Background: an optimization exercise with open tools, aiming at small area. Do not read the settings as production practice. The RTL was checked by simulation tests, not by an equivalence proof against the original design. Power figures rest on the tool's default switching activity, not on a simulated workload. No driver is modelled on the clock port, so clocking that relies on it looks cheaper here than on a real chip.

==> flow/design.v <==
package reg_file_pkg;
  localparam int DATA_W_DEF = 32;
  localparam int ADDR_W_DEF = 5;
  localparam int NUM_RD_MAX = 4;
  function automatic integer cnt_width(input integer n);
    cnt_width = $clog2(n + 1);
  endfunction
endpackage
module reg_scoreboard
#(
  parameter int ADDR_W = reg_file_pkg::ADDR_W_DEF
) (
  input  logic                       clk,
  input  logic                       rst_n,
  input  logic [(2**ADDR_W)-1:0]     i_set_hit,    
  input  logic [(2**ADDR_W)-1:0]     i_keep,       
  input  logic [(2**ADDR_W)-1:0]     i_wen,        
  input  logic                       i_set_any,    
  input  logic                       i_same,       
  output logic [(2**ADDR_W)-1:0]     o_pending,
  output logic [ADDR_W:0]            o_pend_cnt
);
  localparam int DEPTH = 2**ADDR_W;
  localparam int CNT_W = reg_file_pkg::cnt_width(DEPTH);
  logic [DEPTH-1:1] r_pend;
  logic [CNT_W-1:0] r_cnt;
  logic             w_set_pend;    
  logic             w_clr_pend;    
  logic             w_do_clr;
  logic             w_do_set;
  rf_ao_tree #(.N(DEPTH-1)) u_set_pend (
    .i_d (r_pend),
    .i_s (i_set_hit[DEPTH-1:1]),
    .o_y (w_set_pend)
  );
  rf_ao_tree #(.N(DEPTH-1)) u_clr_pend (
    .i_d (r_pend),
    .i_s (i_wen[DEPTH-1:1]),
    .o_y (w_clr_pend)
  );
  assign w_do_set = i_set_any && !w_set_pend;
  assign w_do_clr = w_clr_pend && !i_same;
  always_ff @(posedge clk) begin
    r_pend <= i_set_hit[DEPTH-1:1] | (r_pend & i_keep[DEPTH-1:1]);
  end
  always_ff @(posedge clk) begin
    if (!rst_n) r_cnt <= '0;
    else        r_cnt <= r_cnt + CNT_W'(w_do_set) - CNT_W'(w_do_clr);
  end
  assign o_pending  = {r_pend, 1'b0};
  assign o_pend_cnt = r_cnt;
endmodule
module reg_file_mp
#(
  parameter int DATA_W = reg_file_pkg::DATA_W_DEF,
  parameter int ADDR_W = reg_file_pkg::ADDR_W_DEF,
  parameter int NUM_RD = 2,
  parameter bit BYPASS = 1'b1
) (
  input  logic                     clk,
  input  logic                     rst_n,
  input  logic [NUM_RD*ADDR_W-1:0] rd_addr,
  output logic [NUM_RD*DATA_W-1:0] rd_data,
  output logic [NUM_RD-1:0]        rd_busy,
  output logic                     hazard,
  input  logic                     wr_en,
  input  logic [ADDR_W-1:0]        wr_addr,
  input  logic [DATA_W-1:0]        wr_data,
  input  logic                     iss_en,
  input  logic [ADDR_W-1:0]        iss_addr,
  output logic [ADDR_W:0]          pend_cnt
);
  localparam int DEPTH = 2**ADDR_W;
  localparam int NRD   = (NUM_RD < reg_file_pkg::NUM_RD_MAX) ? NUM_RD : reg_file_pkg::NUM_RD_MAX;
  logic [DEPTH-1:0]  w_pend;
  logic [DEPTH-1:0]  w_wr_hit;
  logic [DEPTH-1:0]  w_iss_hit;
  logic [DATA_W-1:0] w_wdata;
  logic [DEPTH-1:0]  w_bits [DATA_W];
  for (genvar gi = 0; gi < DEPTH; gi++) begin : g_dec
    assign w_wr_hit[gi]  = wr_en  && (wr_addr  == ADDR_W'(gi));
    assign w_iss_hit[gi] = rst_n && iss_en && (iss_addr == ADDR_W'(gi));
  end
  logic [DEPTH-1:0]  w_keep;
  logic [DEPTH-1:0]  w_wen;
  assign w_keep = {DEPTH{rst_n}} & ~w_wr_hit;
  assign w_wen  = ~w_keep;
  assign w_wdata = wr_data & {DATA_W{rst_n}};
  for (genvar gi = 1; gi < DEPTH; gi++) begin : g_mem
    logic [DATA_W-1:0] r_q;
    always_ff @(posedge clk) begin
      if (w_wen[gi]) r_q <= w_wdata;
    end
    for (genvar gb = 0; gb < DATA_W; gb++) begin : g_t
      assign w_bits[gb][gi] = r_q[gb];
    end
  end
  for (genvar gb = 0; gb < DATA_W; gb++) begin : g_z
    assign w_bits[gb][0] = 1'b0;
  end
  reg_scoreboard #(
    .ADDR_W (ADDR_W)
  ) u_sb (
    .clk        (clk),
    .rst_n      (rst_n),
    .i_set_hit  (w_iss_hit),
    .i_keep     (w_keep),
    .i_wen      (w_wen),
    .i_set_any  (rst_n && iss_en && (iss_addr != '0)),
    .i_same     (iss_en && wr_en && (iss_addr == wr_addr)),
    .o_pending  (w_pend),
    .o_pend_cnt (pend_cnt)
  );
  localparam int NBG = (((DEPTH-1) / 3) + ((DEPTH-1) % 3) + 3) / 4;
  logic [NBG-1:0] w_busy_grp [NRD];
  for (genvar gp = 0; gp < NRD; gp++) begin : g_rd
    logic [ADDR_W-1:0] w_ra;
    logic              w_fwd;
    logic [DEPTH-1:0]  w_sel;
    assign w_ra  = rd_addr[gp*ADDR_W +: ADDR_W];
    assign w_fwd = BYPASS && rst_n && wr_en && (wr_addr == w_ra) && (w_ra != '0);
    assign w_sel[0] = w_fwd;
    for (genvar gi = 1; gi < DEPTH; gi++) begin : g_sel
      assign w_sel[gi] = w_keep[gi] && (w_ra == ADDR_W'(gi));
    end
    for (genvar gb = 0; gb < DATA_W; gb++) begin : g_bit
      rf_ao_tree #(.N(DEPTH)) u_ao (
        .i_d   ({w_bits[gb][DEPTH-1:1], wr_data[gb]}),
        .i_s   (w_sel),
        .o_g   (),
        .o_y   (rd_data[gp*DATA_W + gb])
      );
    end
    rf_ao_tree #(.N(DEPTH-1), .NO(NBG)) u_busy (
      .i_d   (w_pend[DEPTH-1:1]),
      .i_s   (w_sel[DEPTH-1:1]),
      .o_g   (w_busy_grp[gp]),
      .o_y   (rd_busy[gp])
    );
  end
  always_comb begin
    hazard = 1'b0;
    for (int p = 0; p < NRD; p++) hazard = hazard | (|w_busy_grp[p]);
  end
endmodule
module rf_ao_tree
#(
  parameter int N  = 32,
  parameter int NO = ((N / 3) + (N % 3) + 3) / 4
) (
  input  logic [N-1:0]  i_d,
  input  logic [N-1:0]  i_s,
  output logic [NO-1:0] o_g,    
  output logic          o_y
);
  localparam int NG = N / 3;
  localparam int NR = N - 3*NG;
  localparam int NA = NG + NR;
  logic [NA-1:0] w_n;
  for (genvar gg = 0; gg < NG; gg++) begin : g_grp
    rf_aoi222 u_g (
      .a1(i_d[3*gg]),   .a2(i_s[3*gg]),
      .b1(i_d[3*gg+1]), .b2(i_s[3*gg+1]),
      .c1(i_d[3*gg+2]), .c2(i_s[3*gg+2]),
      .y (w_n[gg]));
  end
  for (genvar gr = 0; gr < NR; gr++) begin : g_r
    rf_nand2 u_r (.a(i_d[3*NG+gr]), .b(i_s[3*NG+gr]), .y(w_n[NG+gr]));
  end
  for (genvar go = 0; go < NO; go++) begin : g_out
    localparam int LO = 4*go;
    localparam int NI = (NA - LO < 4) ? NA - LO : 4;
    if (NI == 4) begin : g_4
      rf_nand4 u_n (.a(w_n[LO]), .b(w_n[LO+1]), .c(w_n[LO+2]), .d(w_n[LO+3]), .y(o_g[go]));
    end else if (NI == 3) begin : g_3
      rf_nand3 u_n (.a(w_n[LO]), .b(w_n[LO+1]), .c(w_n[LO+2]), .y(o_g[go]));
    end else if (NI == 2) begin : g_2
      rf_nand2 u_n (.a(w_n[LO]), .b(w_n[LO+1]), .y(o_g[go]));
    end else begin : g_1
      assign o_g[go] = ~w_n[LO];
    end
  end
  if (NO == 3) begin : g_or3
    rf_or3 u_o (.a(o_g[0]), .b(o_g[1]), .c(o_g[2]), .y(o_y));
  end else begin : g_or
    assign o_y = |o_g;
  end
endmodule
module rf_aoi222 (
  input  logic a1, a2, b1, b2, c1, c2,
  output logic y
);
  assign y = ~((a1 & a2) | (b1 & b2) | (c1 & c2));
endmodule
module rf_nand2 (
  input  logic a, b,
  output logic y
);
  assign y = ~(a & b);
endmodule
module rf_nand3 (
  input  logic a, b, c,
  output logic y
);
  assign y = ~(a & b & c);
endmodule
module rf_nand4 (
  input  logic a, b, c, d,
  output logic y
);
  assign y = ~(a & b & c & d);
endmodule
module rf_or3 (
  input  logic a, b, c,
  output logic y
);
  assign y = a | b | c;
endmodule
Settings: LEC_CHECK=0, CAP_MARGIN=20, CORE_MARGIN=2, CORE_UTILIZATION=55, CTS_BUF_LIST=sky130_fd_sc_hd__clkbuf_16, CTS_CLUSTER_DIAMETER=90, CTS_CLUSTER_SIZE=30, PLACE_DENSITY=0.9, SETUP_SLACK_MARGIN=0.3, SLEW_MARGIN=20, SYNTH_HIERARCHICAL=1; clock period 6.0 ns.
standard.sh (not shown) runs the stock make flow with config.mk's settings and CLKGATE_MAP_FILE= SYNTH_SCRIPT=/design/flow/synth_recipe.tcl, a recipe that flattens the netlist after the stock synthesis.
==> flow/flow/run.sh <==
#!/bin/bash
# Standard layout (the standard.sh: the standard synthesis, then ORFS
# floorplan to finish) with two changes:
#  - the port buffers are buf_2 cells instead of the slow clkdlybuf4s50_1
#    that buffer_ports picks by default;
#  - clock tree synthesis clusters up to 30 flip-flops within 90 um per
#    clkbuf_16 and adds no dummy loads.
# All tool output goes to standard.log here and to the ORFS logs under orfs/.
set -euo pipefail
bash standard.sh \
  "BUFFER_PORTS_ARGS=-buffer_cell sky130_fd_sc_hd__buf_2" \
  "CTS_ARGS=-sink_clustering_enable -repair_clock_nets -sink_clustering_size 30 -sink_clustering_max_diameter 90 -buf_list sky130_fd_sc_hd__clkbuf_16 -dont_use_dummy_load" \
  finish > standard.log 2>&1
Next try:
- CORE_UTILIZATION: 55 -> 65
Wire length is lower slightly.
Cell count is lower by a few percent.
Area after synthesis is unchanged.
Flip-flop and latch count does not change.
Global-route usage is higher by 6.6 points.
Synthesized cell count stays the same.
Sequential share of layout area is higher by 0.45 points.
Next try:
--- a/flow/flow/run.sh
+++ b/flow/flow/run.sh
@@ -6 +6 @@
-#  - clock tree synthesis clusters up to 30 flip-flops within 90 um per
+#  - clock tree synthesis clusters up to 30 flip-flops within 60 um per
@@ -12 +12 @@
-  "CTS_ARGS=-sink_clustering_enable -repair_clock_nets -sink_clustering_size 30 -sink_clustering_max_diameter 90 -buf_list sky130_fd_sc_hd__clkbuf_16 -dont_use_dummy_load" \
+  "CTS_ARGS=-sink_clustering_enable -repair_clock_nets -sink_clustering_size 30 -sink_clustering_max_diameter 60 -buf_list sky130_fd_sc_hd__clkbuf_16 -dont_use_dummy_load" \
- CAP_MARGIN: 20 -> 5
- CTS_CLUSTER_DIAMETER: 90 -> 60
- PLACE_DENSITY: 0.9 -> default
- SETUP_SLACK_MARGIN: 0.3 -> 0.5
- SLEW_MARGIN: 20 -> 5
Result: Cell count went up slightly; clock-buffer cell count came out higher by 20; design area goes up slightly; total power rises by a few percent; synthesized cell count does not change; via count is lower slightly; register-to-register slack gets better by 0.32 ns; critical path depth went down by 1; non-clock buffer count climbs by 24.

[re-timing with driven ports]
In the flow no input, the clock included, has a driving cell. The finished layouts below were timed again as built, in two steps. Step 1, drivers: a clkbuf_16 drives clk and a buf_2 each remaining input, both assumed. Step 2, shift: input delay + t, output delay - t, t = (earliest + latest rising clock arrival at the registers) / 2. This alone moves slack from input paths to output paths. Three values: ideal ports, drivers, drivers and shift; two values: the first two.
run | t (ns) | setup WS [ns] | worst setup path after step 2 | worst slew at a driven data input, ns | pins driven straight from the clock port
the first run | 0.704 | 0.338 / 0.309 / 0.309 | input to output | 0.05 | 1
the second run | 0.675 | 0.283 / 0.264 / 0.264 | input to output | 0.12 | 1
the third run | 0.715 | 0.387 / 0.360 / 0.360 | input to output | 0.13 | 1
After both steps every run listed still meets setup and hold. The setup slack of the first run, which loses most, moves by -0.029 ns with the drivers and by -0.029 ns with both steps.
